Background: an optimization exercise with open tools, aiming at small area, a short achievable clock period and few clock cycles per item. Do not read the settings as production practice. In this exercise RTL edits were held to simulation tests only and were not proved equivalent to the original. Power and IR drop assume default switching activity.

File: flow/design.v
package lrl_pkg;
  localparam int KEY_W = 32;
  localparam int OP_W  = 2;
  localparam int OCC_W = 5;
  localparam int CAP_W = 5;
  localparam logic [CAP_W-1:0] CAP_RESET = 5'd16;
  localparam logic [OP_W-1:0] OP_INSERT = 2'd0;
  localparam logic [OP_W-1:0] OP_REMOVE = 2'd1;
  localparam logic [OP_W-1:0] OP_USE    = 2'd2;
  localparam logic [OP_W-1:0] OP_FIND   = 2'd3;
endpackage
module lrl_cell
(
  input  logic                      clk,
  input  logic                      shift,
  input  logic [lrl_pkg::KEY_W-1:0] left_i,
  input  logic [lrl_pkg::KEY_W-1:0] cmp_key,
  output logic                      match_o,
  output logic [lrl_pkg::KEY_W-1:0] entry_o
);
  logic [lrl_pkg::KEY_W-1:0] entry_r;
  always_ff @(posedge clk) begin
    if (shift) begin
      entry_r <= left_i;
    end
  end
  assign match_o = (entry_r == cmp_key);
  assign entry_o = entry_r;
endmodule
module lru_recency_list
#(
  parameter int DEPTH = 16
) (
  input  logic             clk,
  input  logic             rst_n,
  input  logic             cfg_wr_en,
  input  logic [lrl_pkg::CAP_W-1:0] cfg_wr_data,
  input  logic             in_tvalid,
  output logic             in_tready,
  input  logic [39:0]      in_tdata,
  output logic             out_tvalid,
  input  logic             out_tready,
  output logic [7:0]       out_tdata
);
  localparam int KW = lrl_pkg::KEY_W;
  localparam int CW = $clog2(DEPTH + 1);
  logic [lrl_pkg::CAP_W-1:0] cap_r;
  logic                      v1;
  logic [lrl_pkg::OP_W-1:0]  op1;
  logic [KW-1:0]             key1;
  logic [CW-1:0]             c1;
  logic                      v2;
  logic [lrl_pkg::OP_W-1:0]  op2;
  logic [KW-1:0]             key2;
  logic [CW-1:0]             c2;
  logic [DEPTH-1:0]          m2;
  logic                      evict;
  logic [DEPTH-1:0]          vld;
  logic [CW-1:0]             cnt;
  logic                      pend;
  logic [DEPTH-1:0]          dups;
  logic                      dupflag;
  logic                      blk2;
  logic                      ready_r;
  logic                      fv0, fv1;
  logic [5:0]                fd0, fd1;
  logic [KW-1:0]    entries [DEPTH];
  logic [DEPTH-1:0] cmp;
  logic [DEPTH-1:0] sel;
  logic             eq12;
  generate
    for (genvar i = 0; i < DEPTH; i++) begin : g_cell
      lrl_cell u_cell (
        .clk     (clk),
        .shift   (sel[i]),
        .left_i  ((i == 0) ? key2 : entries[(i == 0) ? 0 : i - 1]),
        .cmp_key (key1),
        .match_o (cmp[i]),
        .entry_o (entries[i])
      );
    end
  endgenerate
  assign eq12 = (key1 == key2);
  logic [DEPTH-1:0] mv, pre, first, extra, pfx_v, sfx_v, pre_d, first_d, drop;
  logic             any, two, dnz, fire, adv2;
  logic             is_ins, is_rem, is_use;
  assign mv = m2 & vld;
  always_comb begin
    pre[0]   = 1'b0;
    pre_d[0] = 1'b0;
    pfx_v[0] = 1'b1;
    for (int i = 1; i < DEPTH; i++) begin
      pre[i]   = pre[i-1] | mv[i-1];
      pre_d[i] = pre_d[i-1] | dups[i-1];
      pfx_v[i] = pfx_v[i-1] & vld[i-1];
    end
    sfx_v[DEPTH-1] = vld[DEPTH-1];
    for (int i = DEPTH - 2; i >= 0; i--) begin
      sfx_v[i] = sfx_v[i+1] | vld[i];
    end
  end
  assign any     = |mv;
  assign first   = mv & ~pre;
  assign extra   = mv & pre;
  assign two     = |extra;
  assign first_d = dups & ~pre_d;
  assign dnz     = |dups;
  assign is_ins = (op2 == lrl_pkg::OP_INSERT);
  assign is_rem = (op2 == lrl_pkg::OP_REMOVE);
  assign is_use = (op2 == lrl_pkg::OP_USE);
  assign fire = v2 && !blk2;
  assign adv2 = !v2 || !blk2;
  always_comb begin
    for (int i = 0; i < DEPTH; i++) begin
      sel[i]  = fire && ((is_ins && (evict ? sfx_v[i] : pfx_v[i])) ||
                         (is_use && any && !pre[i]));
      drop[i] = (fire && is_rem && first[i]) || (pend && first_d[i]);
    end
  end
  logic          inc, dec;
  logic [CW-1:0] cnt_nxt;
  logic [CW-1:0] c_nxt;
  logic          evict_nxt;
  logic          flag;
  logic          push;
  logic [5:0]    push_d;
  assign inc = fire && is_ins && !evict;
  assign dec = (fire && is_rem && any) || (pend && dnz);
  always_comb begin
    if (inc) begin
      cnt_nxt = cnt + CW'(1);
    end else if (dec) begin
      cnt_nxt = cnt - CW'(1);
    end else begin
      cnt_nxt = cnt;
    end
  end
  assign c_nxt = adv2 ? c1 : c2;
  always_comb begin
    if (inc) begin
      evict_nxt = ({1'b0, cnt} + (CW+1)'(1)) >= {1'b0, c_nxt};
    end else if (dec) begin
      evict_nxt = {1'b0, cnt} >= ({1'b0, c_nxt} + (CW+1)'(1));
    end else begin
      evict_nxt = cnt >= c_nxt;
    end
  end
  assign flag = is_ins ? evict : any;
  assign push   = (fire && !(is_use && two)) || (pend && !dnz);
  assign push_d = {lrl_pkg::OCC_W'(cnt_nxt), pend ? 1'b1 : flag};
  logic pop;
  logic fv0_n, fv1_n, full_n;
  logic v1_n, v2_n, pend_n, dupflag_n;
  assign pop = fv0 && out_tready;
  always_comb begin
    fv0_n = fv0;
    fv1_n = fv1;
    if (fv0 && !pop) begin
      if (!fv1 && push) fv1_n = 1'b1;
    end else if (fv1) begin
      fv0_n = 1'b1;
      fv1_n = push;
    end else begin
      fv0_n = push;
      fv1_n = 1'b0;
    end
  end
  assign full_n = (fv0 && !pop) || fv1;
  always_ff @(posedge clk) begin
    if (fv0 && !pop) begin
      if (!fv1) fd1 <= push_d;
    end else if (fv1) begin
      fd0 <= fd1;
      fd1 <= push_d;
    end else begin
      fd0 <= push_d;
    end
  end
  logic [CW-1:0] cap_eff;
  always_comb begin
    if (cap_r == '0) begin
      cap_eff = CW'(1);
    end else if (CW'(cap_r) > CW'(DEPTH)) begin
      cap_eff = CW'(DEPTH);
    end else begin
      cap_eff = CW'(cap_r);
    end
  end
  assign v1_n      = ready_r ? in_tvalid : (v1 && !adv2);
  assign v2_n      = adv2 ? v1 : v2;
  assign pend_n    = (fire && is_use && two) || (pend && dnz);
  assign dupflag_n = dupflag || (fire && is_ins && any);
  always_ff @(posedge clk) begin
    if (!rst_n) begin
      cap_r   <= lrl_pkg::CAP_RESET;
      v1      <= 1'b0;
      v2      <= 1'b0;
      vld     <= '0;
      cnt     <= '0;
      evict   <= 1'b0;
      pend    <= 1'b0;
      dupflag <= 1'b0;
      blk2    <= 1'b0;
      ready_r <= 1'b1;
      fv0     <= 1'b0;
      fv1     <= 1'b0;
    end else begin
      if (cfg_wr_en) begin
        cap_r <= cfg_wr_data;
      end
      v1      <= v1_n;
      v2      <= v2_n;
      for (int i = 0; i < DEPTH; i++) begin
        if (sel[i]) begin
          vld[i] <= (i == 0) ? 1'b1 : vld[(i == 0) ? 0 : i - 1];
        end else if (drop[i]) begin
          vld[i] <= 1'b0;
        end
      end
      cnt     <= cnt_nxt;
      evict   <= evict_nxt;
      pend    <= pend_n;
      dupflag <= dupflag_n;
      blk2    <= pend_n || full_n;
      ready_r <= dupflag_n ? !v1_n : (!v1_n || !v2_n || !full_n);
      fv0     <= fv0_n;
      fv1     <= fv1_n;
    end
  end
  always_ff @(posedge clk) begin
    if (fire && is_use) begin
      dups <= extra;
    end else begin
      dups <= dups & ~first_d;
    end
  end
  always_ff @(posedge clk) begin
    if (ready_r) begin
      op1  <= in_tdata[1:0];
      key1 <= in_tdata[33:2];
      c1   <= cap_eff;
    end
    if (adv2) begin
      op2  <= op1;
      key2 <= key1;
      c2   <= c1;
      for (int i = 0; i < DEPTH; i++) begin
        m2[i] <= sel[i] ? ((i == 0) ? eq12 : cmp[(i == 0) ? 0 : i - 1]) : cmp[i];
      end
    end
  end
  assign in_tready  = ready_r;
  assign out_tvalid = fv0;
  assign out_tdata  = {2'b00, fd0};
endmodule
File: flow/run.sh
#!/bin/bash
# synth_recipe.tcl (not shown) runs the flow's synth.tcl, then flattens the netlist and writes it again
# the make line also repeats each setting of config.mk as NAME=value (left out here)
make -C /OpenROAD-flow-scripts/flow DESIGN_CONFIG=/design/flow/config.mk WORK_HOME=/design/flow/orfs CLKGATE_MAP_FILE= SYNTH_SCRIPT=/design/flow/synth_recipe.tcl finish
File: flow/config.mk
export PLATFORM = sky130hd
export DESIGN_NAME = lru_recency_list
export DESIGN_NICKNAME = lru_recency_list
export VERILOG_FILES = /design/flow/design.v
export SDC_FILE = /design/flow/constraint.sdc
export NUM_CORES = 4
export LEC_CHECK = 0
export ABC_AREA = 1
export CAP_MARGIN = 20
export CORE_MARGIN = 2
export CORE_UTILIZATION = 70
export CTS_CLUSTER_DIAMETER = 100
export CTS_CLUSTER_SIZE = 24
export PLACE_DENSITY = 0.85
export SETUP_SLACK_MARGIN = 3.5
export SLEW_MARGIN = 20
File: flow/constraint.sdc
create_clock -name core_clock -period 6.0 [get_ports {clk}]
set_input_delay 1.2000 -clock core_clock [delete_from_list [all_inputs] [get_ports {clk}]]
set_output_delay 1.2000 -clock core_clock [all_outputs]
set_load 0.01 [all_outputs]
==> metrics.csv, run 1 <==
stage;metric;value;unit
timing;worst setup margin;3370;ps
global_route;antenna violations before repair;0;
power;VDD IR max;0.000347;V
timing;max_slew headroom;39.8;%
global_route;Tot GR Track Use;30.5;%
floorplan;Die ar.;0.0438;mm2
hold_path;worst hold path stage count;0;
place;IO Port Bufs;51;
synthesis;main flop type after synthesis;edfxtp_1;
global_route;GRT Residual Overflow;0;
synthesis;simple-gate portion of the synthesized area;13.6;%
cells_and_area;register area;0.0195;mm2
route;DRT Pass-1 Iters;6;
synthesis;largest family of logic cells by synthesized area;simple AND/OR/NAND/NOR gates;
route;via count;18800;
synthesis;flops & latches, synth;668;
timing;Tightest Pin Transition;902;ps
floorplan;Ports;60;
route;First DRT Iteration DRCs;2308;
setup_path;R2R depth;7;
synthesis;count of cell types in the netlist;63;
power;PD cells;241;mW/mm2
synthesis;synthesized area per cell;12.8;um2
hold_path;Hold Crit Class;reg -> reg;
place;RePlAce Congestion;0.942;
cells_and_area;area of the multi-input gates;0.00968;mm2
timing;RSZ-0062 raised after global routing;true;
synthesis;Post-synth ARST share;0;%
timing;max frequency;0.380;GHz
floorplan;CORE AREA;0.0418;mm2
timing;hold_ws;432;ps
cells_and_area;final net count;2529;
route;DR WL/cell;23.6;um
cells_and_area;diode count;0;
synthesis;Synth Warn #;3;
timing;Tcrit/Tclk final;43.8;%
setup_path;CP Class;reg -> reg;
synthesis;mux contribution to synthesized area;0;%
place;pre-CTS setup slack;2500;ps
setup_path;Worst Setup End Kind;flop;
synthesis;Mapped Cells;2302;
floorplan;die height;209;um
cells_and_area;Synth-to-Final Area Change;13.1;%
clocking;Worst-path clk slew;100;ps
status;run status;timing/DRC/antenna clean;
floorplan;starting density of the core;70.7;%
place;HPWL Detailed;44600;um
setup_path;r2r setup slk;3370;ps
setup_path;Critical path destination;m2[0];
clocking;Clock Root Buffer;clkbuf_16;
cells_and_area;Core Util, Final;80.0;%
setup_path;R2R Path Start;key1[8];
route;post-DR vias/cell;6.23;
setup_path;CP required;6480;ps
synthesis;Synth area leaders;edfxtp_1 62%, xnor2_1 6.2%, xor2_1 6.1%;
setup_path;critical path arrival;3110;ps
synthesis;largest area contributor in the netlist;edfxtp_1;
run;maxcap violations;0;
route;final wirelength;71300;um
timing;Pins Over Slew Limit;0;
timing;Setup TNS;0;ps
timing;Final setup viols;0;
clocking;CTS tree;yes;
timing;fin crit period;2630;ps
route;drt drc;0;
clocking;Num Clock Sinks;668;
clocking;Clock Path Buffers;3;
setup_path;peak fanout along the critical path;14;
global_route;vias in the first global route;18400;
synthesis;XOR/XNOR share of the synthesized area;12.4;%
setup_path;crit path from;key1[8];
clocking;CTS buffer count;31;
synthesis;Synth Area in Compound Gates;3.76;%
setup_path;r2r endpoint;m2[0];
setup_path;CP Launch Type;flop;
cells_and_area;layout cell share with drive strength beyond 1;16.5;%
global_route;global-route wire length before repair;100000;um
power;Total Power;0.00805;W
synthesis;top cell type's share of synthesized area;62.3;%
route;Routed Antenna Nets;0;
synthesis;Synth Area in Adders;0.847;%
cells_and_area;FILL cells;2187;
synthesis;Seq/Total Area, Yosys;66.1;%
timing;Clock Skews;24.3;ps
timing;Hold Vio Cnt, Final;0;
clocking;H-Tree Depth;1;
clocking;# hold bufs at CTS;0;
global_route;largest net degree at the start of global routing;37;
synthesis;EDFF count, synth;613;
floorplan;Chip Width;209;um
floorplan;row count;75;
synthesis;Cell Area, Synth;0.0295;mm2
power;Lkg Pwr;11.7;nW
clocking;Clock Latency Late Sink;620;ps
==> cells by family (layout without fill, tap and decap cells) <==
| group | count (synthesis) | after routing |
|---|---|---|
| adder cells (fa/ha/maj) | 20 | 20 |
| other | 1 | 2 |
| AND/OR/NAND/NOR | 797 | 804 |
| buffers and inverters | 228 | 395 |
| XOR/XNOR | 417 | 417 |
| flip-flops | 668 | 668 |
| AO/OA/AOI/OAI | 171 | 177 |
==> area by class of cell <==
cell class / count / share of cell area (%)
flip-flops and latches: 668 / 58.5
multi-input cells: 1420 / 29.0
repair buffers: 185 / 5.92
clock buffers: 57 / 2.68
well taps: 539 / 2.02
inverters: 146 / 1.80
repair inverters: 7 / 0.127
==> sequential cells by signal, summed over array words and instances, names as in the netlist, 2 cells and up <==
signal	cells
fd0	6
dups	15
cnt	5
m2	16
key2	32
c2	5
op1	2
g_cell.u_cell.entry_r	512
vld	16
cap_r	5
key1	32
c1	5
fd1	6
op2	2
==> layout by cell type, fill, tap and decap left out, types with 14 or more instances in the layout <==
| cell type | n |
|---|---|
| clkbuf_16 | 37 |
| nand4_1 | 97 |
| edfxtp_1 | 613 |
| nor2_1 | 94 |
| or2_2 | 95 |
| buf_12 | 24 |
| inv_1 | 124 |
| clkbuf_1 | 25 |
| nor4_1 | 49 |
| o21ai_0 | 38 |
| ha_1 | 18 |
| nand3_1 | 83 |
| dfxtp_1 | 45 |
| a21oi_1 | 31 |
| buf_4 | 96 |
| xnor2_1 | 210 |
| xor2_1 | 206 |
| clkinvlp_4 | 14 |
| nor3_1 | 28 |
| nand2_1 | 268 |
| clkdlybuf4s50_1 | 42 |
==> per-layer routing <==
layer | wire, um | share of wire [%] | vias up | GRT usage, %
met1 | 25700 | 36 | 9166 | 38.9
li1 | - | - | 8429 | -
met4 | 3840 | 5.4 | 0 | 13.8
met3 | 6120 | 8.6 | 210 | 3.86
met5 | 0 | 0 | - | 0
met2 | 35600 | 50 | 1028 | 52.8
==> cells in the mapped netlist, drive strengths merged (4+ instances only) <==
| master | instances |
|---|---|
| edfxtp | 613 |
| nand2 | 295 |
| xnor2 | 210 |
| xor2 | 207 |
| inv | 142 |
| nor2 | 111 |
| nand4 | 99 |
| or2 | 97 |
| nand3 | 96 |
| o21ai | 64 |
| buf | 63 |
| dfxtp | 55 |
| nor4 | 51 |
| a21oi | 35 |
| nor3 | 33 |
| ha | 20 |
| clkbuf | 19 |
| o22ai | 11 |
| a31oi | 10 |
| o2111ai | 8 |
| a211oi | 7 |
| a221oi | 7 |
| o211ai | 7 |
| nor4b | 5 |
| clkinv | 4 |
| o21a | 4 |
| o221ai | 4 |
| o31ai | 4 |
==> worst min-delay path by stage <==
stage	endpoint	start	slack, ps
CTS	op2[0]	op1[0]	430
global route	op2[1]	op1[1]	440
floorplan	op2[0]	op1[0]	400
detailed placement	op2[0]	op1[0]	410
finish	op2[0]	op1[0]	430
global placement	op2[0]	op1[0]	410
==> report_power, final <==
part | internal, W | total, W | switching, W
sequential | 0.00506 | 0.00510 | 0.0000353
combinational | 0.000236 | 0.000579 | 0.000343
clock | 0.00101 | 0.00237 | 0.00136
total | 0.00631 | 0.00805 | 0.00174
==> through the flow <==
stage / std cells / instance area (um2)
after floorplan: 2303 / 29600
after global placement: 2835 / 30500
after detailed placement: 2835 / 30500
after CTS: 2973 / 32600
after global routing: 3022 / 33400
final: 3022 / 33400
==> timing repair <==
action                                  4_1_cts  5_1_grt
gates cloned                                 11       16
setup buffers                                70       33
endpoints found under the setup margin      575      467
gates resized for setup                      77       73
pin swaps                                    15       26
==> worst max-delay path, cell delays in order, from the launching register on <==
cell	delay (ps)
edfxtp_1	480
inv_1	450
nor2_1	80
a211oi_1	340
nand4_1	210
nor4_1	670
nand3_1	150
nand2_1	120
Testbench counts, summed over its fixed seeds: cycles 24,024, items 24,000.
==> run 2, diff against run 1 <==
==> flow/config.mk (replaced) <==
export PLATFORM = sky130hd
export DESIGN_NAME = lru_recency_list
export DESIGN_NICKNAME = lru_recency_list
export VERILOG_FILES = /design/flow/design.v
export SDC_FILE = /design/flow/constraint.sdc
export NUM_CORES = 4
export LEC_CHECK = 0
export ABC_CLOCK_PERIOD_IN_PS = 2500
export CAP_MARGIN = 20
export CORE_MARGIN = 2
export CORE_UTILIZATION = 40
export SETUP_SLACK_MARGIN = 3.5
export SLEW_MARGIN = 20
==> metrics.csv, run 2 <==
stage;metric;value;unit;change
cells_and_area;max FFs per register;512;;unchanged
cells_and_area;commonest cells after routing, fill and taps aside;613 x edfxtp_1, 550 x xnor2_1, 146 x nand4_1;;
synthesis;main flop type after synthesis;edfxtp_1;;
timing;Tcrit/Tclk final;42.7;%;-1.1 points
timing;Final setup viols;0;;unchanged
cells_and_area;register area;0.0195;mm2;about the same
synthesis;Cell Area, Synth;0.0287;mm2;-2.9%
power;Total Power;0.00990;W;+23%
route;DRT Pass-1 Iters;7;;+1
route;Routed Antenna Nets;0;;unchanged
timing;Pins Over Slew Limit;0;;unchanged
cells_and_area;area of the multi-input gates;0.00947;mm2;-2.1%
synthesis;Post-synth ARST share;0;%;unchanged
synthesis;top-count cell post-synth;edfxtp_1;;
timing;RSZ-0062 raised after global routing;true;;
run;maxcap violations;0;;unchanged
timing;max_slew headroom;28.6;%;-11 points
power;VDD IR max;0.000235;V;-32%
synthesis;Synth Warn #;3;;unchanged
timing;max frequency;0.390;GHz;+2.5%
global_route;Tot GR Track Use;19.3;%;-11 points
synthesis;top cell type's share of synthesized area;64.2;%;+1.9 points
setup_path;peak fanout along the critical path;16;;+2
setup_path;CP Launch Type;flop;;
route;via count;16400;;-13%
cells_and_area;Reg with most FFs;g_cell.u_cell.entry_r;;
power;Lkg Pwr;10.9;nW;-7.0%
place;HPWL Detailed;48200;um;+7.9%
cells_and_area;post-layout instance area;0.0347;mm2;+3.7%
cells_and_area;Synth-to-Final Area Change;20.9;%;
timing;Hold Vio Cnt, Final;0;;unchanged
clocking;Clock Latency Late Sink;620;ps;about the same
place;pre-CTS setup slack;2290;ps;-208 ps
cells_and_area;FILL cells;6038;;+180%
global_route;global-route wire length before repair;105000;um;+4.7%
floorplan;Die ar.;0.0738;mm2;+68%
clocking;# hold bufs at CTS;0;;unchanged
route;post-DR vias/cell;5.24;;-16%
cells_and_area;layout cell share with drive strength beyond 1;17.5;%;+0.97 points
global_route;largest net degree at the start of global routing;42;;+14%
hold_path;Hold Crit Class;reg -> reg;;
setup_path;CP required;6310;ps;-170 ps
setup_path;CP Class;reg -> reg;;
synthesis;EDFF count, synth;613;;unchanged
timing;hold_ws;436;ps;+4.22 ps
timing;Tightest Pin Transition;1060;ps;+157 ps
timing;Setup TNS;0;ps;unchanged
synthesis;synth cell count leaders;613 x edfxtp_1, 552 x xnor2_1, 146 x nand4_1;;
cells_and_area;most common cell after layout, fill and taps aside;edfxtp_1;;
cells_and_area;registers with the most flip-flops;g_cell.u_cell.entry_r (512), key1 (32), key2 (32);;
global_route;vias in the first global route;16700;;-9.0%
floorplan;Ports;60;;unchanged
global_route;GRT Residual Overflow;0;;unchanged
timing;fin crit period;2560;ps;-64.2 ps
status;run status;timing/DRC/antenna clean;;
place;RePlAce Congestion;0.888;;-5.7%
clocking;CTS buffer count;71;;+130%
clocking;Clock Root Buffer;clkbuf_16;;
route;DR WL/cell;23.2;um;-1.4%
floorplan;CORE AREA;0.0712;mm2;+71%
cells_and_area;final net count;2192;;-13%
synthesis;count of cell types in the netlist;76;;+21%
global_route;antenna violations before repair;0;;unchanged
clocking;H-Tree Depth;3;;+2
synthesis;flops & latches, synth;668;;unchanged
place;IO Port Bufs;51;;unchanged
floorplan;die height;272;um;+30%
floorplan;Chip Width;272;um;+30%
cells_and_area;diode count;0;;unchanged
setup_path;critical path arrival;2880;ps;-230 ps
synthesis;largest area contributor in the netlist;edfxtp_1;;
synthesis;Synth area leaders;edfxtp_1 64%, xnor2_1 17%, dfxtp_1 3.8%;;
synthesis;Seq/Total Area, Yosys;68.1;%;+2.0 points
synthesis;Mapped Cells;1927;;-16%
timing;worst setup margin;3440;ps;+64.2 ps
clocking;CTS tree;yes;;
clocking;Clock Path Buffers;3;;unchanged
route;final wirelength;72700;um;+2.1%
timing;Clock Skews;20.7;ps;-3.60 ps
clocking;Num Clock Sinks;668;;unchanged
power;PD cells;286;mW/mm2;+19%
route;First DRT Iteration DRCs;1238;;-46%
place;placed cell area;0.0304;mm2;-0.45%
floorplan;row count;98;;+31%
route;drt drc;0;;unchanged
synthesis;synthesized area per cell;14.9;um2;+16%
clocking;Worst-path clk slew;60;ps;-40 ps
setup_path;Worst Setup End Kind;flop;;
floorplan;starting density of the core;40.2;%;-30 points
==> run 2: cell type report <==
type,count,area share (%)
Sequential cell,668,56.4
Clock buffer,95,5.57
Inverter,22,0.339
Timing Repair Buffer,199,5.92
Timing Repair inverter,5,0.108
Multi-Input combinational cell,1155,27.3
Tap cell,950,3.43
Clock inverter,35,0.910
==> run 2: what timing repair did <==
item	4_1_cts	5_1_grt
pin swaps	24	30
resized for setup	115	106
setup endpoints to repair	577	444
cloned	11	9
buffers inserted	58	42
==> run 2: per-layer routing <==
layer	share of wire, %	vias up	global-route usage, %
li1	-	7554	-
met1	39	8196	22.9
met2	52	485	34.3
met3	4.0	157	3.10
met4	4.7	0	8.96
met5	0	-	0
==> run 2: per-stage QoR <==
stage,instances,util (%)
5_1_grt,3129,48.6
4_1_cts,3078,47.3
3_3_place_gp,2879,42.7
3_5_place_dp,2879,42.7
6_report,3129,48.6
2_1_floorplan,1928,-
==> run 2: report_power, final <==
part | switching, W | leakage [nW] | internal, W
Combinational | 0.000311 | 3.66 | 0.000234
Sequential | 0.0000336 | 6.16 | 0.00507
Clock | 0.00180 | 1.09 | 0.00245
==> run 2: path summary, 6_finish.rpt <==
check	startpoint	end	slack, ps	depth (start not counted)
max	vld[10]	g_cell[15].u_cell.entry_r[28]	3440	9
min	op1[0]	op2[0]	440	0
max reg2reg	vld[10]	g_cell[15].u_cell.entry_r[28]	3440	9
min reg2reg	op1[0]	op2[0]	440	0
==> run 2: cell families (layout without fill, tap and decap cells) <==
| group | Yosys count | count (layout) | share of synthesized area (%) |
|---|---|---|---|
| buffers and inverters | 112 | 356 | 1.68 |
| muxes | 39 | 39 | 1.41 |
| DFF | 668 | 668 | 68.1 |
| and+or+nand+nor | 401 | 406 | 7.77 |
| xor gates and xnor gates | 554 | 554 | 16.9 |
| other | 1 | 2 | 0.0131 |
| adders and majority gates | 21 | 21 | 0.908 |
| AOI/OAI and AO/OA | 131 | 133 | 3.23 |
==> run 2: worst max-delay path, cell delays in order (launching register included) <==
cell and delay, ps:
dfxtp_1 420, a222oi_1 390, buf_4 190, nand3_4 130, buf_12 160, nor3_4 250, a32o_1 310, nand2_4 140
nand2_8 110, buf_12 150
==> run 3, diff against run 2 <==
--- a/flow/design.v
+++ b/flow/design.v
@@ -45,10 +45,8 @@
   localparam int KW = lrl_pkg::KEY_W;
   localparam int CW = $clog2(DEPTH + 1);
   logic [lrl_pkg::CAP_W-1:0] cap_r;
-  logic                      v1;
-  logic [lrl_pkg::OP_W-1:0]  op1;
-  logic [KW-1:0]             key1;
-  logic [CW-1:0]             c1;
+  logic [lrl_pkg::OP_W-1:0]  in_op;
+  logic [KW-1:0]             in_key;
   logic                      v2;
   logic [lrl_pkg::OP_W-1:0]  op2;
   logic [KW-1:0]             key2;
@@ -59,11 +57,20 @@
   logic [CW-1:0]             cnt;
   logic                      pend;
   logic [DEPTH-1:0]          dups;
-  logic                      dupflag;
   logic                      blk2;
   logic                      ready_r;
   logic                      fv0, fv1;
   logic [5:0]                fd0, fd1;
+  logic [CW-1:0] cap_eff;
+  always_comb begin
+    if (cap_r == '0) begin
+      cap_eff = CW'(1);
+    end else if (CW'(cap_r) > CW'(DEPTH)) begin
+      cap_eff = CW'(DEPTH);
+    end else begin
+      cap_eff = CW'(cap_r);
+    end
+  end
   logic [KW-1:0]    entries [DEPTH];
   logic [DEPTH-1:0] cmp;
   logic [DEPTH-1:0] sel;
@@ -74,13 +81,15 @@
         .clk     (clk),
         .shift   (sel[i]),
         .left_i  ((i == 0) ? key2 : entries[(i == 0) ? 0 : i - 1]),
-        .cmp_key (key1),
+        .cmp_key (in_key),
         .match_o (cmp[i]),
         .entry_o (entries[i])
       );
     end
   endgenerate
-  assign eq12 = (key1 == key2);
+  assign in_op  = in_tdata[1:0];
+  assign in_key = in_tdata[33:2];
+  assign eq12   = (in_key == key2);
   logic [DEPTH-1:0] mv, pre, first, extra, pfx_v, sfx_v, pre_d, first_d, drop;
   logic             any, two, dnz, fire, adv2;
   logic             is_ins, is_rem, is_use;
@@ -109,7 +118,7 @@
   assign is_rem = (op2 == lrl_pkg::OP_REMOVE);
   assign is_use = (op2 == lrl_pkg::OP_USE);
   assign fire = v2 && !blk2;
-  assign adv2 = !v2 || !blk2;
+  assign adv2 = ready_r;
   always_comb begin
     for (int i = 0; i < DEPTH; i++) begin
       sel[i]  = fire && ((is_ins && (evict ? sfx_v[i] : pfx_v[i])) ||
@@ -135,7 +144,7 @@
       cnt_nxt = cnt;
     end
   end
-  assign c_nxt = adv2 ? c1 : c2;
+  assign c_nxt = adv2 ? cap_eff : c2;
   always_comb begin
     if (inc) begin
       evict_nxt = ({1'b0, cnt} + (CW+1)'(1)) >= {1'b0, c_nxt};
@@ -150,7 +159,7 @@
   assign push_d = {lrl_pkg::OCC_W'(cnt_nxt), pend ? 1'b1 : flag};
   logic pop;
   logic fv0_n, fv1_n, full_n;
-  logic v1_n, v2_n, pend_n, dupflag_n;
+  logic v2_n, pend_n, blk2_n;
   assign pop = fv0 && out_tready;
   always_comb begin
     fv0_n = fv0;
@@ -176,30 +185,17 @@
       fd0 <= push_d;
     end
   end
-  logic [CW-1:0] cap_eff;
-  always_comb begin
-    if (cap_r == '0) begin
-      cap_eff = CW'(1);
-    end else if (CW'(cap_r) > CW'(DEPTH)) begin
-      cap_eff = CW'(DEPTH);
-    end else begin
-      cap_eff = CW'(cap_r);
-    end
-  end
-  assign v1_n      = ready_r ? in_tvalid : (v1 && !adv2);
-  assign v2_n      = adv2 ? v1 : v2;
+  assign v2_n      = adv2 ? in_tvalid : v2;
+  assign blk2_n    = pend_n || full_n;
   assign pend_n    = (fire && is_use && two) || (pend && dnz);
-  assign dupflag_n = dupflag || (fire && is_ins && any);
   always_ff @(posedge clk) begin
     if (!rst_n) begin
       cap_r   <= lrl_pkg::CAP_RESET;
-      v1      <= 1'b0;
       v2      <= 1'b0;
       vld     <= '0;
       cnt     <= '0;
       evict   <= 1'b0;
       pend    <= 1'b0;
-      dupflag <= 1'b0;
       blk2    <= 1'b0;
       ready_r <= 1'b1;
       fv0     <= 1'b0;
@@ -208,7 +204,6 @@
       if (cfg_wr_en) begin
         cap_r <= cfg_wr_data;
       end
-      v1      <= v1_n;
       v2      <= v2_n;
       for (int i = 0; i < DEPTH; i++) begin
         if (sel[i]) begin
@@ -220,9 +215,8 @@
       cnt     <= cnt_nxt;
       evict   <= evict_nxt;
       pend    <= pend_n;
-      dupflag <= dupflag_n;
-      blk2    <= pend_n || full_n;
-      ready_r <= dupflag_n ? !v1_n : (!v1_n || !v2_n || !full_n);
+      blk2    <= blk2_n;
+      ready_r <= !v2_n || !blk2_n;
       fv0     <= fv0_n;
       fv1     <= fv1_n;
     end
@@ -235,15 +229,10 @@
     end
   end
   always_ff @(posedge clk) begin
-    if (ready_r) begin
-      op1  <= in_tdata[1:0];
-      key1 <= in_tdata[33:2];
-      c1   <= cap_eff;
-    end
     if (adv2) begin
-      op2  <= op1;
-      key2 <= key1;
-      c2   <= c1;
+      op2  <= in_op;
+      key2 <= in_key;
+      c2   <= cap_eff;
       for (int i = 0; i < DEPTH; i++) begin
         m2[i] <= sel[i] ? ((i == 0) ? eq12 : cmp[(i == 0) ? 0 : i - 1]) : cmp[i];
       end
==> flow/config.mk (replaced) <==
export PLATFORM = sky130hd
export DESIGN_NAME = lru_recency_list
export DESIGN_NICKNAME = lru_recency_list
export VERILOG_FILES = /design/flow/design.v
export SDC_FILE = /design/flow/constraint.sdc
export NUM_CORES = 4
export LEC_CHECK = 0
export ABC_AREA = 1
export CAP_MARGIN = 20
export CORE_MARGIN = 2
export CORE_UTILIZATION = 60
export CTS_CLUSTER_DIAMETER = 100
export CTS_CLUSTER_SIZE = 24
export PLACE_DENSITY = 0.75
export SETUP_SLACK_MARGIN = 3.65
export SLEW_MARGIN = 20
==> metrics.csv, run 3 <==
stage;metric;value;unit;change
timing;Hold Vio Cnt, Final;0;;unchanged
clocking;Clock Root Buffer;clkbuf_16;;
global_route;Tot GR Track Use;27.9;%;+8.6 points
clocking;Clock Path Buffers;3;;unchanged
clocking;CTS tree;yes;;
route;Routed Antenna Nets;0;;unchanged
clocking;Num Clock Sinks;627;;-6.1%
floorplan;Chip Width;220;um;-19%
synthesis;count of cell types in the netlist;59;;-22%
synthesis;Mapped Cells;2164;;+12%
route;drt drc;0;;unchanged
synthesis;Post-synth ARST share;0;%;unchanged
route;First DRT Iteration DRCs;1686;;+36%
route;final wirelength;69000;um;-5.1%
place;RePlAce Congestion;0.896;;+0.99%
global_route;GRT Residual Overflow;0;;unchanged
timing;max frequency;0.405;GHz;+3.9%
route;DRT Pass-1 Iters;5;;-2
power;VDD IR max;0.000232;V;-1.2%
run;maxcap violations;0;;unchanged
clocking;# hold bufs at CTS;0;;unchanged
cells_and_area;final net count;2452;;+12%
route;post-DR vias/cell;5.86;;+12%
clocking;Clock Latency Late Sink;640;ps;+20 ps
timing;Tightest Pin Transition;600;ps;-459 ps
route;DR WL/cell;23.0;um;-1.0%
global_route;largest net degree at the start of global routing;36;;-14%
place;IO Port Bufs;51;;unchanged
floorplan;CORE AREA;0.0463;mm2;-35%
clocking;CTS buffer count;30;;-58%
status;run status;timing/DRC/antenna clean;;
global_route;vias in the first global route;17400;;+3.9%
route;via count;17600;;+7.3%
setup_path;peak fanout along the critical path;2;;-14
timing;max_slew headroom;59.9;%;+31 points
cells_and_area;diode count;0;;unchanged
synthesis;top-count cell post-synth;edfxtp_1;;
global_route;busiest metal layer after global routing;met2;;
setup_path;CP Class;reg -> out;;
cells_and_area;layout cell share with drive strength beyond 1;23.7;%;+6.3 points
timing;Setup TNS;0;ps;unchanged
setup_path;crit path from;ready_r;;
place;HPWL Detailed;44300;um;-7.9%
synthesis;synthesized area per cell;12.9;um2;-13%
global_route;met3 Resource Use GR;3.04;%;-0.059 points
synthesis;largest area contributor in the netlist;edfxtp_1;;
floorplan;die height;220;um;-19%
synthesis;Synth area leaders;edfxtp_1 62%, xnor2_1 7.9%, xor2_1 6.9%;;
floorplan;starting density of the core;60.3;%;+20 points
power;PD cells;232;mW/mm2;-19%
timing;Final setup viols;0;;unchanged
hold_path;hold path startpoint;g_cell[2].u_cell.entry_r[21];;
synthesis;flops & latches, synth;627;;-6.1%
cells_and_area;most common cell after layout, fill and taps aside;edfxtp_1;;
cells_and_area;max FFs per register;512;;unchanged
global_route;global-route wire length before repair;100000;um;-4.9%
cells_and_area;Reg with most FFs;g_cell.u_cell.entry_r;;
synthesis;top cell type's share of synthesized area;61.8;%;-2.5 points
synthesis;Cell Area, Synth;0.0279;mm2;-2.6%
setup_path;CP required;4800;ps;-1510 ps
global_route;met1 Usage GRT;34.9;%;+12 points
timing;Pins Over Slew Limit;0;;unchanged
synthesis;Synth Warn #;3;;unchanged
cells_and_area;Synth-to-Final Area Change;19.5;%;
cells_and_area;FILL cells;2982;;-51%
timing;Tcrit/Tclk final;41.1;%;-1.6 points
setup_path;CP Launch Type;flop;;
setup_path;R2R Path Start;m2[6];;
global_route;antenna violations before repair;0;;unchanged
power;Total Power;0.00775;W;-22%
setup_path;critical path arrival;1270;ps;-1610 ps
hold_path;worst hold path stage count;0;;unchanged
cells_and_area;registers with the most flip-flops;g_cell.u_cell.entry_r (512), key2 (32);;
timing;fin crit period;2470;ps;-97.4 ps
floorplan;row count;79;;-19%
clocking;Worst-path clk slew;90;ps;+30 ps
synthesis;Seq/Total Area, Yosys;65.6;%;-2.5 points
synthesis;main flop type after synthesis;edfxtp_1;;
timing;Clock Skews;23.6;ps;+2.90 ps
global_route;met2 Resource Use GR;50.6;%;+16 points
synthesis;synth cell count leaders;574 x edfxtp_1, 251 x xnor2_1, 227 x nand2_1;;
setup_path;Worst Setup End Kind;primary output;;
floorplan;Die ar.;0.0483;mm2;-35%
synthesis;EDFF count, synth;574;;-6.4%
cells_and_area;commonest cells after routing, fill and taps aside;574 x edfxtp_1, 234 x xnor2_1, 218 x xor2_1;;
clocking;H-Tree Depth;1;;-2
timing;RSZ-0062 raised after global routing;true;;
setup_path;R2R depth;12;;+3
hold_path;Hold Crit Class;reg -> reg;;
floorplan;Ports;60;;unchanged
power;Lkg Pwr;11.8;nW;+8.1%
==> run 3: changes by cell type after synthesis, sizes merged, moves of 50 or more <==
| cell | before | now |
|---|---|---|
| nor2 | 41 | 105 |
| xnor2 | 552 | 251 |
| xor2 | 2 | 221 |
| nand2 | 82 | 236 |
| nand3 | 26 | 76 |
| inv | 22 | 148 |
==> run 3: timing repair <==
item | CTS | global route
pin swaps | 69 | 79
cloned | 19 | 7
setup buffers | 84 | 64
setup endpoints to repair | 530 | 536
gates resized for setup | 382 | 189
==> run 3: metrics by stage <==
step | hold slack, ps | utilization (%) | worst slack [ps] | instances | cell area [um2]
floorplan | 426 | - | 3490 | 2165 | 28800
global placement | 429 | 63.4 | 1710 | 2784 | 29300
detailed placement | 435 | 63.4 | 1720 | 2784 | 29300
CTS | 455 | 69.5 | 3520 | 2929 | 32200
global route | 475 | 72.1 | 3470 | 3000 | 33300
finish | 467 | 72.1 | 3530 | 3000 | 33300
==> run 3: kinds of logic (layout without fill, tap and decap cells) <==
group	after synthesis	in the layout	synth area share (%)
and+or+nand+nor	654	655	11.8
DFF	627	627	65.6
adders and majority gates	19	19	0.852
xor gates and xnor gates	472	472	14.8
buffers and inverters	231	457	3.34
other	1	2	0.0134
AOI/OAI and AO/OA	160	161	3.63
==> run 3: area by class of cell <==
| class | count | area [um2] | area share [%] |
|---|---|---|---|
| Sequential cell | 627 | 18300 | 55.0 |
| Timing Repair Buffer | 252 | 2850 | 8.54 |
| Clock inverter | 3 | 57.6 | 0.173 |
| Timing Repair inverter | 12 | 105 | 0.315 |
| Multi-Input combinational cell | 1309 | 9740 | 29.2 |
| Tap cell | 607 | 759 | 2.28 |
| Clock buffer | 39 | 785 | 2.35 |
| Inverter | 151 | 718 | 2.15 |
==> run 3: path summary, 6_finish.rpt <==
| path | end | slack, ps |
|---|---|---|
| worst max register to register | g_cell[15].u_cell.entry_r[12] | 3590 |
| worst max-delay path | in_tready | 3530 |
| worst min-delay path | g_cell[3].u_cell.entry_r[21] | 470 |
| worst min register to register | g_cell[3].u_cell.entry_r[21] | 470 |
==> run 3: report_power, final <==
group          switching [W]  internal [W]  leakage [nW]  total (W)
combinational       0.000385      0.000305          5.66   0.000690
clock                0.00133      0.000933         0.405    0.00226
sequential         0.0000349       0.00477          5.73    0.00480
total                0.00175       0.00600          11.8    0.00775
==> run 3: critical path, cell delays in order, from the launching register on <==
cell and delay, ps:
dfxtp_4 370, buf_12 140, buf_8 120
==> run 3: per-layer routing <==
| metal | wire length, um | share of wire [%] |
|---|---|---|
| met1 | 25800 | 37 |
| met2 | 36400 | 53 |
| met4 | 2630 | 3.8 |
| met3 | 4170 | 6.0 |
| met5 | 0 | 0 |
Testbench counts of run 3, summed over its fixed seeds: cycles 24,016, items 24,000.
==> run 4, diff against run 3 <==
--- a/flow/config.mk
+++ b/flow/config.mk
@@ -12,5 +12,5 @@
 export CTS_CLUSTER_DIAMETER = 100
 export CTS_CLUSTER_SIZE = 24
 export PLACE_DENSITY = 0.75
-export SETUP_SLACK_MARGIN = 3.65
+export SETUP_SLACK_MARGIN = 3.5
 export SLEW_MARGIN = 20
==> metrics.csv, run 4 <==
stage;metric;value;unit;change
setup_path;CP cell instances;nand4_1 -> nor2_2 -> nand4_1 -> nor2_2 -> nand4_1 -> nor2_2 -> nand3_1 -> nand2_1 -> nand2_2 -> nand2_4 -> inv_8 -> buf_12 -> nand2_1 -> o21ai_1;;
global_route;vias in the first global route;17100;;-1.7%
clocking;Clock Latency Late Sink;620;ps;-20 ps
synthesis;Post-synth ARST share;0;%;unchanged
synthesis;Cell Area, Synth;0.0279;mm2;unchanged
synthesis;top-count cell post-synth;edfxtp_1;;
run;maxcap violations;0;;unchanged
clocking;Num Clock Sinks;627;;unchanged
timing;Clock Skews;24.1;ps;+0.504 ps
timing;Tightest Pin Transition;638;ps;+38.0 ps
synthesis;largest area contributor in the netlist;edfxtp_1;;
timing;fin crit period;2500;ps;+30.4 ps
cells_and_area;Final Non-Filler Cells;2953;;-1.6%
route;drt drc;0;;unchanged
place;placed instance count;2787;;+0.11%
synthesis;Mapped Cells;2164;;unchanged
setup_path;Worst path max stage delay;430;ps;+60 ps
power;net switching power;0.00171;W;-2.0%
global_route;largest net degree at the start of global routing;36;;unchanged
global_route;busiest metal layer after global routing;met2;;
route;First DRT Iteration DRCs;1648;;-2.3%
timing;max_slew headroom;57.4;%;-2.4 points
cells_and_area;commonest cells after routing, fill and taps aside;574 x edfxtp_1, 249 x xnor2_1, 220 x xor2_1;;
cells_and_area;diode count;0;;unchanged
synthesis;count of cell types in the netlist;59;;unchanged
global_route;Tot GR Track Use;26.8;%;-1.1 points
clocking;H-Tree Depth;1;;unchanged
setup_path;CP Class;reg -> reg;;
cells_and_area;FILL cells;3098;;+3.9%
place;RePlAce Congestion;0.893;;-0.40%
synthesis;Seq/Total Area, Yosys;65.6;%;unchanged
power;Lkg Pwr;11.1;nW;-5.5%
clocking;Clock Root Buffer;clkbuf_16;;
setup_path;r2r setup slk;3500;ps;-90 ps
route;Routed Antenna Nets;0;;unchanged
route;final wirelength;66300;um;-4.0%
floorplan;row count;79;;unchanged
power;Flop pwr share;62.2;%;+0.3 points
clocking;Worst-path clk slew;100;ps;about the same
setup_path;R2R Path Start;evict;;
place;HPWL Detailed;44900;um;+1.4%
timing;max frequency;0.400;GHz;-1.2%
setup_path;critical path arrival;2870;ps;+1600 ps
route;post-DR vias/cell;5.80;;-0.97%
clocking;CTS tree;yes;;
route;via count;17100;;-2.5%
route;DR WL/cell;22.4;um;-2.5%
setup_path;CP Launch Type;flop;;
timing;Pins Over Slew Limit;0;;unchanged
timing;Hold Vio Cnt, Final;0;;unchanged
cells_and_area;max FFs per register;512;;unchanged
hold_path;Hold Crit Class;reg -> reg;;
global_route;met2 Resource Use GR;47.8;%;-2.8 points
power;Sw Share;22.2;%;-0.35 points
setup_path;r2r endpoint;m2[1];;
status;run status;timing/DRC/antenna clean;;
timing;Setup TNS;0;ps;unchanged
global_route;antenna violations before repair;1;;+1
place;IO Port Bufs;51;;unchanged
floorplan;Ports;60;;unchanged
synthesis;EDFF count, synth;574;;unchanged
setup_path;peak fanout along the critical path;6;;+4
synthesis;synthesized area per cell;12.9;um2;unchanged
global_route;met3 Resource Use GR;2.53;%;-0.51 points
hold_path;worst hold path stage count;0;;unchanged
cells_and_area;registers with the most flip-flops;g_cell.u_cell.entry_r (512), key2 (32);;
setup_path;slowest cell on the critical path;dfxtp_4;;
timing;Tcrit/Tclk final;41.6;%;+0.51 points
cells_and_area;final net count;2392;;-2.4%
power;clock power share;29.8;%;+0.6 points
power;Comb power frac;8.0;%;-0.9 points
clocking;# hold bufs at CTS;0;;unchanged
setup_path;R2R depth;14;;+2
floorplan;Die ar.;0.0483;mm2;unchanged
power;VDD IR max;0.000219;V;-5.4%
floorplan;Chip Width;220;um;unchanged
floorplan;CORE AREA;0.0463;mm2;unchanged
setup_path;CP required;6370;ps;+1570 ps
hold_path;hold path startpoint;g_cell[1].u_cell.entry_r[22];;
setup_path;CP top delay family;simple AND/OR/NAND/NOR gates;;
route;DRT Pass-1 Iters;6;;+1
hold_path;end of the worst hold path;g_cell[2].u_cell.entry_r[22];;
synthesis;Synth Warn #;3;;unchanged
setup_path;Worst Setup End Kind;flop;;
clocking;Clock Path Buffers;3;;unchanged
cells_and_area;layout cell share with drive strength beyond 1;18.0;%;-5.7 points
synthesis;flops & latches, synth;627;;unchanged
synthesis;main flop type after synthesis;edfxtp_1;;
power;PD cells;240;mW/mm2;+3.4%
power;P_int;0.00600;W;about the same
synthesis;synth cell count leaders;574 x edfxtp_1, 251 x xnor2_1, 227 x nand2_1;;
global_route;GRT Residual Overflow;0;;unchanged
floorplan;die height;220;um;unchanged
cells_and_area;Reg with most FFs;g_cell.u_cell.entry_r;;
cells_and_area;most common cell after layout, fill and taps aside;edfxtp_1;;
synthesis;Synth area leaders;edfxtp_1 62%, xnor2_1 7.9%, xor2_1 6.9%;;
timing;Final setup viols;0;;unchanged
floorplan;starting density of the core;60.3;%;unchanged
timing;RSZ-0062 raised after global routing;true;;
clocking;CTS buffer count;30;;unchanged
global_route;met1 Usage GRT;34.5;%;-0.48 points
synthesis;top cell type's share of synthesized area;61.8;%;unchanged
setup_path;Critical path buffers and inverters;2;;unchanged
cells_and_area;Synth-to-Final Area Change;15.1;%;
global_route;global-route wire length before repair;97100;um;-2.8%
==> run 4: worst max path at each step <==
| stage | from | end | slack, ps | cells after the start |
|---|---|---|---|---|
| after floorplan | ready_r | evict | 3480 | 13 |
| after global placement | in_tdata[26] | m2[3] | 1710 | 9 |
| after detailed placement | in_tdata[26] | m2[3] | 1720 | 9 |
| after CTS | in_tdata[28] | m2[2] | 3490 | 7 |
| after global routing | vld[14] | m2[1] | 3370 | 15 |
| final | evict | m2[1] | 3500 | 14 |
==> run 4: repair_timing <==
item | CTS | global route
buffers inserted | 55 | 43
gates cloned | 6 | 7
endpoints found under the setup margin | 497 | 519
pin swaps | 29 | 43
gates resized for setup | 281 | 137
==> run 4: routing by layer <==
metal  share of wire (%)  vias to the layer above
met3                 6.4                      114
li1                    -                     7918
met1                  38                     8529
met4                 3.7                        2
met2                  52                      575
met5               0.020                        -
==> run 4: stage by stage <==
stage | area, um2 | worst slack (ps) | hold WS [ps] | util [%] | total power (W)
4_1_cts | 31300 | 3490 | 463 | 67.6 | 0.00771
2_1_floorplan | 28200 | 3480 | 426 | - | 0.00525
3_5_place_dp | 29200 | 1720 | 441 | 63.2 | 0.00541
6_report | 32100 | 3500 | 459 | 69.4 | 0.00772
5_1_grt | 32100 | 3370 | 464 | 69.4 | 0.00795
3_3_place_gp | 29200 | 1710 | 433 | 63.2 | 0.00539
==> run 4: cell families after synthesis <==
group,share of synthesized area (%)
other,0.0134
buffers and inverters,3.34
adders and majority gates,0.852
DFF,65.6
xor gates and xnor gates,14.8
and+or+nand+nor,11.8
AOI/OAI and AO/OA,3.63
==> run 4: final cells by class <==
cell class | instances | area, um2 | share of cell area (%)
Clock buffer | 53 | 858 | 2.67
Sequential cell | 627 | 18300 | 57.1
Inverter | 151 | 714 | 2.22
Timing Repair Buffer | 199 | 2060 | 6.41
Timing Repair inverter | 6 | 48.8 | 0.152
Tap cell | 607 | 759 | 2.37
Clock inverter | 2 | 23.8 | 0.0740
Multi-Input combinational cell | 1308 | 9330 | 29.1
==> run 4: worst reg2reg max path, stage by stage, from the launching register on <==
cell     delay (ps)
dfxtp_4         430
nand4_1         170
nor2_2          180
nand4_1         170
nor2_2          240
nand4_1         170
nor2_2          210
nand3_1         110
nand2_1          80
nand2_2          80
nand2_4          90
inv_8            70
buf_12          140
nand2_1          50
o21ai_1          60
==> run 4: power groups by stage <==
stage / sequential [W] / combinational, W / clock [W]
after floorplan: 0.00489 / 0.000355 / 0
after global placement: 0.00490 / 0.000491 / 0
after detailed placement: 0.00490 / 0.000506 / 0
after CTS: 0.00480 / 0.000571 / 0.00234
after global routing: 0.00481 / 0.000664 / 0.00248
final: 0.00480 / 0.000620 / 0.00230
==> run 5, diff against run 4 <==
--- a/flow/config.mk
+++ b/flow/config.mk
@@ -12,5 +12,6 @@
 export CTS_CLUSTER_DIAMETER = 100
 export CTS_CLUSTER_SIZE = 24
 export PLACE_DENSITY = 0.75
-export SETUP_SLACK_MARGIN = 3.5
+export SETUP_SLACK_MARGIN = 3.55
 export SLEW_MARGIN = 20
+export TNS_END_PERCENT = 5
==> metrics.csv, run 5 <==
stage;metric;value;unit;change
status;run status;timing/DRC/antenna clean;;
synthesis;Post-synth ARST share;0;%;unchanged
route;DRT Pass-1 Iters;5;;-1
clocking;Num Clock Sinks;627;;unchanged
setup_path;CP Launch Type;primary input;;
cells_and_area;post-layout instance area;0.0316;mm2;-1.5%
place;pre-CTS setup slack;1730;ps;+14.3 ps
setup_path;Worst path max stage delay;310;ps;-120 ps
cells_and_area;max FFs per register;512;;unchanged
cells_and_area;commonest cells after routing, fill and taps aside;574 x edfxtp_1, 245 x xnor2_1, 223 x nand2_1;;
timing;Tcrit/Tclk final;42.1;%;+0.50 points
timing;RSZ-0062 raised after global routing;true;;
synthesis;Mapped Cells;2164;;unchanged
synthesis;top-count cell post-synth;edfxtp_1;;
global_route;Tot GR Track Use;26.8;%;-0.039 points
timing;Pins Over Slew Limit;0;;unchanged
clocking;Clock Root Buffer;clkbuf_16;;
cells_and_area;Reg with most FFs;g_cell.u_cell.entry_r;;
synthesis;mux contribution to synthesized area;0;%;unchanged
place;HPWL Detailed;44300;um;-1.4%
cells_and_area;diode count;0;;unchanged
clocking;Worst-path clk slew;100;ps;about the same
cells_and_area;registers with the most flip-flops;g_cell.u_cell.entry_r (512), key2 (32);;
global_route;antenna violations before repair;0;;-1
route;drt drc;0;;unchanged
synthesis;largest family of logic cells by synthesized area;XOR/XNOR gates;;
setup_path;CP cell instances;dlygate4sd2_1 -> buf_12 -> buf_4 -> xor2_1 -> nor4_1 -> nand4_1 -> nor3_4 -> nand2_1 -> nand2_1;;
synthesis;Seq/Total Area, Yosys;65.6;%;unchanged
timing;Setup TNS;0;ps;unchanged
floorplan;Chip Width;220;um;unchanged
hold_path;Hold Crit Class;reg -> reg;;
route;met3 wire len;3250;um;-23%
route;via count;16800;;-1.9%
synthesis;Synth area leaders;edfxtp_1 62%, xnor2_1 7.9%, xor2_1 6.9%;;
timing;fin crit period;2530;ps;+30.0 ps
setup_path;peak fanout along the critical path;6;;unchanged
global_route;global-route wire length before repair;96200;um;-0.97%
synthesis;synthesized area per cell;12.9;um2;unchanged
power;Lkg Pwr;11.1;nW;-0.38%
setup_path;most numerous cell on the critical path;nand2_1;;
floorplan;Ports;60;;unchanged
clocking;# hold bufs at CTS;0;;unchanged
setup_path;CP Class;in -> reg;;
power;PD cells;244;mW/mm2;+1.7%
synthesis;Synth Area in Adders;0.852;%;unchanged
route;Routed Antenna Nets;0;;unchanged
place;placed cell area;0.0292;mm2;about the same
clocking;CTS buffer count;30;;unchanged
route;wl on met1;24400;um;-3.9%
floorplan;CORE AREA;0.0463;mm2;unchanged
timing;Tightest Pin Transition;628;ps;-10.2 ps
place;IO Port Bufs;51;;unchanged
cells_and_area;Synth-to-Final Area Change;13.4;%;
timing;max_slew headroom;57.9;%;+0.48 points
floorplan;starting density of the core;60.3;%;unchanged
synthesis;largest area contributor in the netlist;edfxtp_1;;
timing;Clock Skews;43.5;ps;+19.4 ps
clocking;Clock Path Buffers;3;;unchanged
power;VDD IR max;0.000272;V;+24%
route;DR WL/cell;22.0;um;-1.9%
synthesis;simple-gate portion of the synthesized area;11.8;%;unchanged
run;maxcap violations;0;;unchanged
place;RePlAce Congestion;0.922;;+3.3%
setup_path;Worst Setup End Kind;flop;;
route;top layer in use;met4;;
timing;max frequency;0.396;GHz;-1.2%
synthesis;XOR/XNOR share of the synthesized area;14.8;%;unchanged
synthesis;Cell Area, Synth;0.0279;mm2;unchanged
route;Met2 Routed Length;33800;um;-1.0%
synthesis;synth cell count leaders;574 x edfxtp_1, 251 x xnor2_1, 227 x nand2_1;;
synthesis;Synth Area in Compound Gates;3.63;%;unchanged
setup_path;critical path arrival;3020;ps;+150 ps
clocking;Clock Latency Late Sink;650;ps;+30 ps
timing;worst setup margin;3470;ps;-30.0 ps
place;placed instance count;2787;;unchanged
cells_and_area;layout cell share with drive strength beyond 1;15.0;%;-3.0 points
timing;Hold Vio Cnt, Final;0;;unchanged
cells_and_area;final net count;2357;;-1.5%
global_route;GRT Residual Overflow;0;;unchanged
clocking;CTS tree;yes;;
setup_path;slowest cell on the critical path;nor4_1;;
setup_path;CP required;6500;ps;+130 ps
synthesis;top cell type's share of synthesized area;61.8;%;unchanged
route;post-DR vias/cell;5.79;;-0.25%
floorplan;Die ar.;0.0483;mm2;unchanged
floorplan;row count;79;;unchanged
floorplan;die height;220;um;unchanged
global_route;vias in the first global route;16800;;-1.5%
synthesis;EDFF count, synth;574;;unchanged
timing;Final setup viols;0;;unchanged
clocking;H-Tree Depth;1;;unchanged
cells_and_area;Final Non-Filler Cells;2904;;-1.7%
route;First DRT Iteration DRCs;1474;;-11%
synthesis;main flop type after synthesis;edfxtp_1;;
route;final wirelength;64000;um;-3.5%
cells_and_area;most common cell after layout, fill and taps aside;edfxtp_1;;
synthesis;flops & latches, synth;627;;unchanged
global_route;largest net degree at the start of global routing;36;;unchanged
synthesis;Synth Warn #;3;;unchanged
synthesis;count of cell types in the netlist;59;;unchanged
-- run 5: cell families after synthesis --
family,Yosys count
AND/OR/NAND/NOR,654
buffers and inverters,231
flip-flops,627
adder cells (fa/ha/maj),19
AO/OA/AOI/OAI,160
XOR/XNOR,472
other,1
-- run 5: metrics by stage --
| stage | utilization, % | hold slack, ps | total power (W) |
|---|---|---|---|
| after global placement | 63.2 | 430 | 0.00538 |
| after global routing | 68.4 | 482 | 0.00794 |
| after floorplan | - | 426 | 0.00525 |
| final | 68.4 | 464 | 0.00774 |
| after CTS | 68.3 | 457 | 0.00776 |
| after detailed placement | 63.2 | 434 | 0.00540 |
-- run 5: what timing repair did --
action	4_1_cts	5_1_grt
gates cloned	9	0
pin swaps	38	0
buffers inserted	67	0
endpoints found under the setup margin	497	523
resized for setup	281	14
-- run 5: routing by layer --
metal | track usage, % | up-vias
li1 | - | 7833
met1 | 32.9 | 8379
met2 | 49.0 | 481
met3 | 2.90 | 119
met4 | 9.40 | 0
met5 | 0 | -
-- run 5: final cells by class --
cell class	count	area [um2]
Sequential cell	627	18300
Fill cell	3191	14600
Multi-Input combinational cell	1307	9200
Timing Repair Buffer	168	1880
Clock buffer	38	781
Tap cell	607	759
Inverter	151	626
Clock inverter	3	80.1
Timing Repair inverter	3	16.3
-- run 5: where the power goes --
part | switching (W) | internal [W]
sequential | 0.0000334 | 0.00477
clock | 0.00135 | 0.000973
combinational | 0.000351 | 0.000263
total | 0.00173 | 0.00600
-- run 5: worst paths after layout --
kind / from / endpoint / slack [ps] / depth (start not counted)
setup / recovery: in_tdata[14] / m2[6] / 3470 / 9
hold / removal: g_cell[7].u_cell.entry_r[9] / g_cell[8].u_cell.entry_r[9] / 460 / 0
setup reg to reg: evict / g_cell[0].u_cell.entry_r[18] / 3490 / 12
hold reg to reg: g_cell[7].u_cell.entry_r[9] / g_cell[8].u_cell.entry_r[9] / 460 / 0
-- run 5: worst max-delay path: cells and delay by family --
kind,cells,cell delay (ps)
buf+inv,3,580
simple gates,5,1030
xor+xnor,1,200
==> run 6, diff against run 5 <==
--- a/flow/config.mk
+++ b/flow/config.mk
@@ -5,7 +5,7 @@
 export SDC_FILE = /design/flow/constraint.sdc
 export NUM_CORES = 4
 export LEC_CHECK = 0
-export ABC_AREA = 1
+export ABC_CLOCK_PERIOD_IN_PS = 2400
 export CAP_MARGIN = 20
 export CORE_MARGIN = 2
 export CORE_UTILIZATION = 60
@@ -14,4 +14,3 @@
 export PLACE_DENSITY = 0.75
 export SETUP_SLACK_MARGIN = 3.55
 export SLEW_MARGIN = 20
-export TNS_END_PERCENT = 5
==> metrics.csv, run 6 <==
stage;metric;value;unit;change
status;run status;timing/DRC/antenna clean;;
place;HPWL Detailed;47400;um;+7.0%
power;VDD IR max;0.000343;V;+26%
global_route;GRT Residual Overflow;0;;unchanged
cells_and_area;Synth-to-Final Area Change;23.2;%;
route;First DRT Iteration DRCs;1992;;+35%
synthesis;synth cell count leaders;574 x edfxtp_1, 551 x xnor2_1, 154 x nand4_1;;
timing;max_slew headroom;31.8;%;-26 points
global_route;antenna violations before repair;1;;+1
clocking;Clock Root Buffer;clkbuf_16;;
floorplan;Die ar.;0.0474;mm2;-1.8%
synthesis;flops & latches, synth;627;;unchanged
setup_path;critical path arrival;3070;ps;+50 ps
global_route;vias in the first global route;17500;;+4.2%
synthesis;largest area contributor in the netlist;edfxtp_1;;
floorplan;die height;218;um;-0.89%
clocking;CTS tree;yes;;
setup_path;CP required;6390;ps;-110 ps
synthesis;synthesized area per cell;14.4;um2;+12%
synthesis;top cell type's share of synthesized area;62.9;%;+1.1 points
timing;Tcrit/Tclk final;44.6;%;+2.5 points
cells_and_area;diode count;0;;unchanged
synthesis;main flop type after synthesis;edfxtp_1;;
cells_and_area;commonest cells after routing, fill and taps aside;574 x edfxtp_1, 536 x xnor2_1, 154 x nand4_1;;
floorplan;CORE AREA;0.0452;mm2;-2.3%
route;via count;17600;;+4.5%
cells_and_area;registers with the most flip-flops;g_cell.u_cell.entry_r (512), key2 (32);;
clocking;Clock Path Buffers;3;;unchanged
timing;hold_ws;451;ps;-13.1 ps
timing;Setup TNS;0;ps;unchanged
synthesis;EDFF count, synth;574;;unchanged
synthesis;Seq/Total Area, Yosys;66.8;%;+1.2 points
timing;Hold Vio Cnt, Final;0;;unchanged
clocking;CTS buffer count;30;;unchanged
clocking;H-Tree Depth;1;;unchanged
timing;Final setup viols;0;;unchanged
floorplan;row count;78;;-1.3%
power;Total Power;0.00775;W;+0.13%
timing;max frequency;0.373;GHz;-5.6%
synthesis;Synth Warn #;3;;unchanged
setup_path;CP Launch Type;flop;;
floorplan;starting density of the core;60.6;%;+0.32 points
timing;Clock Skews;25.4;ps;-18.1 ps
place;placed cell area;0.0288;mm2;-1.3%
place;placed instance count;2501;;-10%
synthesis;Post-synth ARST share;0;%;unchanged
power;Lkg Pwr;10.9;nW;-1.8%
floorplan;Ports;60;;unchanged
run;maxcap violations;0;;unchanged
cells_and_area;layout cell share with drive strength beyond 1;22.9;%;+7.9 points
synthesis;top-count cell post-synth;edfxtp_1;;
floorplan;Chip Width;218;um;-0.89%
cells_and_area;final net count;2251;;-4.5%
cells_and_area;max FFs per register;512;;unchanged
clocking;Num Clock Sinks;627;;unchanged
cells_and_area;Reg with most FFs;g_cell.u_cell.entry_r;;
synthesis;Mapped Cells;1899;;-12%
setup_path;CP Class;reg -> reg;;
synthesis;count of cell types in the netlist;69;;+17%
route;post-DR vias/cell;6.29;;+8.6%
hold_path;Hold Crit Class;reg -> reg;;
cells_and_area;most common cell after layout, fill and taps aside;edfxtp_1;;
place;RePlAce Congestion;0.910;;-1.3%
timing;RSZ-0062 raised after global routing;true;;
timing;Pins Over Slew Limit;0;;unchanged
setup_path;Worst Setup End Kind;flop;;
timing;Tightest Pin Transition;1020;ps;+395 ps
global_route;Tot GR Track Use;32.5;%;+5.8 points
global_route;largest net degree at the start of global routing;29;;-19%
route;DR WL/cell;28.6;um;+30%
route;drt drc;0;;unchanged
clocking;# hold bufs at CTS;0;;unchanged
place;IO Port Bufs;51;;unchanged
cells_and_area;Final Non-Filler Cells;2794;;-3.8%
clocking;Worst-path clk slew;110;ps;about the same
route;Routed Antenna Nets;0;;unchanged
setup_path;peak fanout along the critical path;4;;-2
power;PD cells;229;mW/mm2;-6.2%
global_route;global-route wire length before repair;112000;um;+16%
route;DRT Pass-1 Iters;6;;+1
clocking;Clock Latency Late Sink;620;ps;-30 ps
synthesis;Synth area leaders;edfxtp_1 63%, xnor2_1 18%, dfxtp_1 3.9%;;
route;final wirelength;79800;um;+25%
cells_and_area;FILL cells;2656;;-17%
cells_and_area;post-layout instance area;0.0338;mm2;+6.7%
timing;fin crit period;2680;ps;+151 ps
synthesis;Cell Area, Synth;0.0274;mm2;-1.8%
run 6: critical path: stages, from the launching register on:
cell,delay (ps)
edfxtp_1,420
a222oi_1,420
buf_4,240
nand4_4,120
buf_6,160
buf_6,110
o31ai_4,240
and2_4,240
o31ai_4,60
xor2_2,170
mux2_2,280
run 6: report_power, final:
part / internal [W] / switching, W
Clock: 0.000959 / 0.00135
Sequential: 0.00475 / 0.0000357
Combinational: 0.000292 / 0.000362
run 6: logic make-up after synthesis:
family          Yosys count  synth area share, %
compound gates          128                 3.23
xor+xnor                554                 17.7
fa+ha+maj                20                0.904
buf+inv                 117                 1.65
flops                   627                 66.8
mux                      41                 1.52
other cells               1               0.0137
simple gates            411                 8.20
run 6: area by class of cell:
type,instances,area [um2],share of cell area (%)
well taps,600,751,2.22
flip-flops and latches,627,18300,54.3
inverters,25,125,0.370
repair inverters,8,60.1,0.178
repair buffers,321,3860,11.4
multi-input cells,1169,9800,29.0
clock inverters,1,30.0,0.0889
clock buffers,43,821,2.43
run 6: routing by layer:
layer / GRT usage (%) / vias up / wire [um]
met1: 37.5 / 8779 / 27500
li1: - / 7574 / -
met4: 18.6 / 2 / 5660
met2: 59.0 / 956 / 41100
met5: 0 / - / 8
met3: 3.56 / 258 / 5560
run 6: per-stage QoR:
| step | setup WS, ps | utilization [%] |
|---|---|---|
| 2_1_floorplan | 3170 | - |
| 3_3_place_gp | 1950 | 63.8 |
| 3_5_place_dp | 1870 | 63.8 |
| 4_1_cts | 3350 | 72.3 |
| 5_1_grt | 3240 | 74.7 |
| 6_report | 3320 | 74.7 |
run 6: what timing repair did:
action                                  in CTS  in global routing
cloned                                      33                 10
pin swaps                                   56                 45
gates resized for setup                    345                106
endpoints found under the setup margin     576                550
setup buffers                              141                 65
run 6: worst paths after layout:
path,from,endpoint,slack [ps],cells after the start
worst min register to register,g_cell[2].u_cell.entry_r[23],g_cell[3].u_cell.entry_r[23],450,0
worst max register to register,m2[1],fd0[4],3320,10
worst min-delay path,g_cell[2].u_cell.entry_r[23],g_cell[3].u_cell.entry_r[23],450,0
worst max-delay path,m2[1],fd0[4],3320,10

[re-timing with driven ports]
In the flow no input, the clock included, has a driving cell. The finished layouts below were timed again as built, in two steps. Step 1: set_driving_cell puts a clkbuf_16 on clk and a buf_2 on each other input, an assumption about the parent block. Step 2 times the ports against the registers' clock, not the clock port: input delays grow and output delays shrink by t, the midpoint of the rising clock arrivals with the driver on. Slacks: ideal ports / drivers / drivers and shift; pairs: ideal ports / drivers.
run	shift t [ns]	slack for setup (ns)	hold WS [ns]	latest minus earliest clock arrival (ns)
run 1	0.669	3.372 / 3.372 / 2.959	0.432 / 0.432 / 0.432	0.026 / 0.025
run 2	0.673	3.436 / 3.436 / 3.036	0.436 / 0.436 / 0.436	0.024 / 0.025
run 3	0.689	3.533 / 3.471 / 2.964	0.467 / 0.467 / 0.467	0.025 / 0.025
run 4	0.663	3.503 / 3.469 / 2.879	0.459 / 0.459 / 0.459	0.024 / 0.025
run 5	0.684	3.473 / 3.460 / 2.813	0.464 / 0.464 / 0.464	0.044 / 0.045
run 6	0.672	3.322 / 3.322 / 2.800	0.451 / 0.451 / 0.451	0.027 / 0.026
After both steps every run listed still meets setup and hold. The setup slack of run 5, which loses most, moves by -0.013 ns with the drivers and by -0.660 ns with both steps.
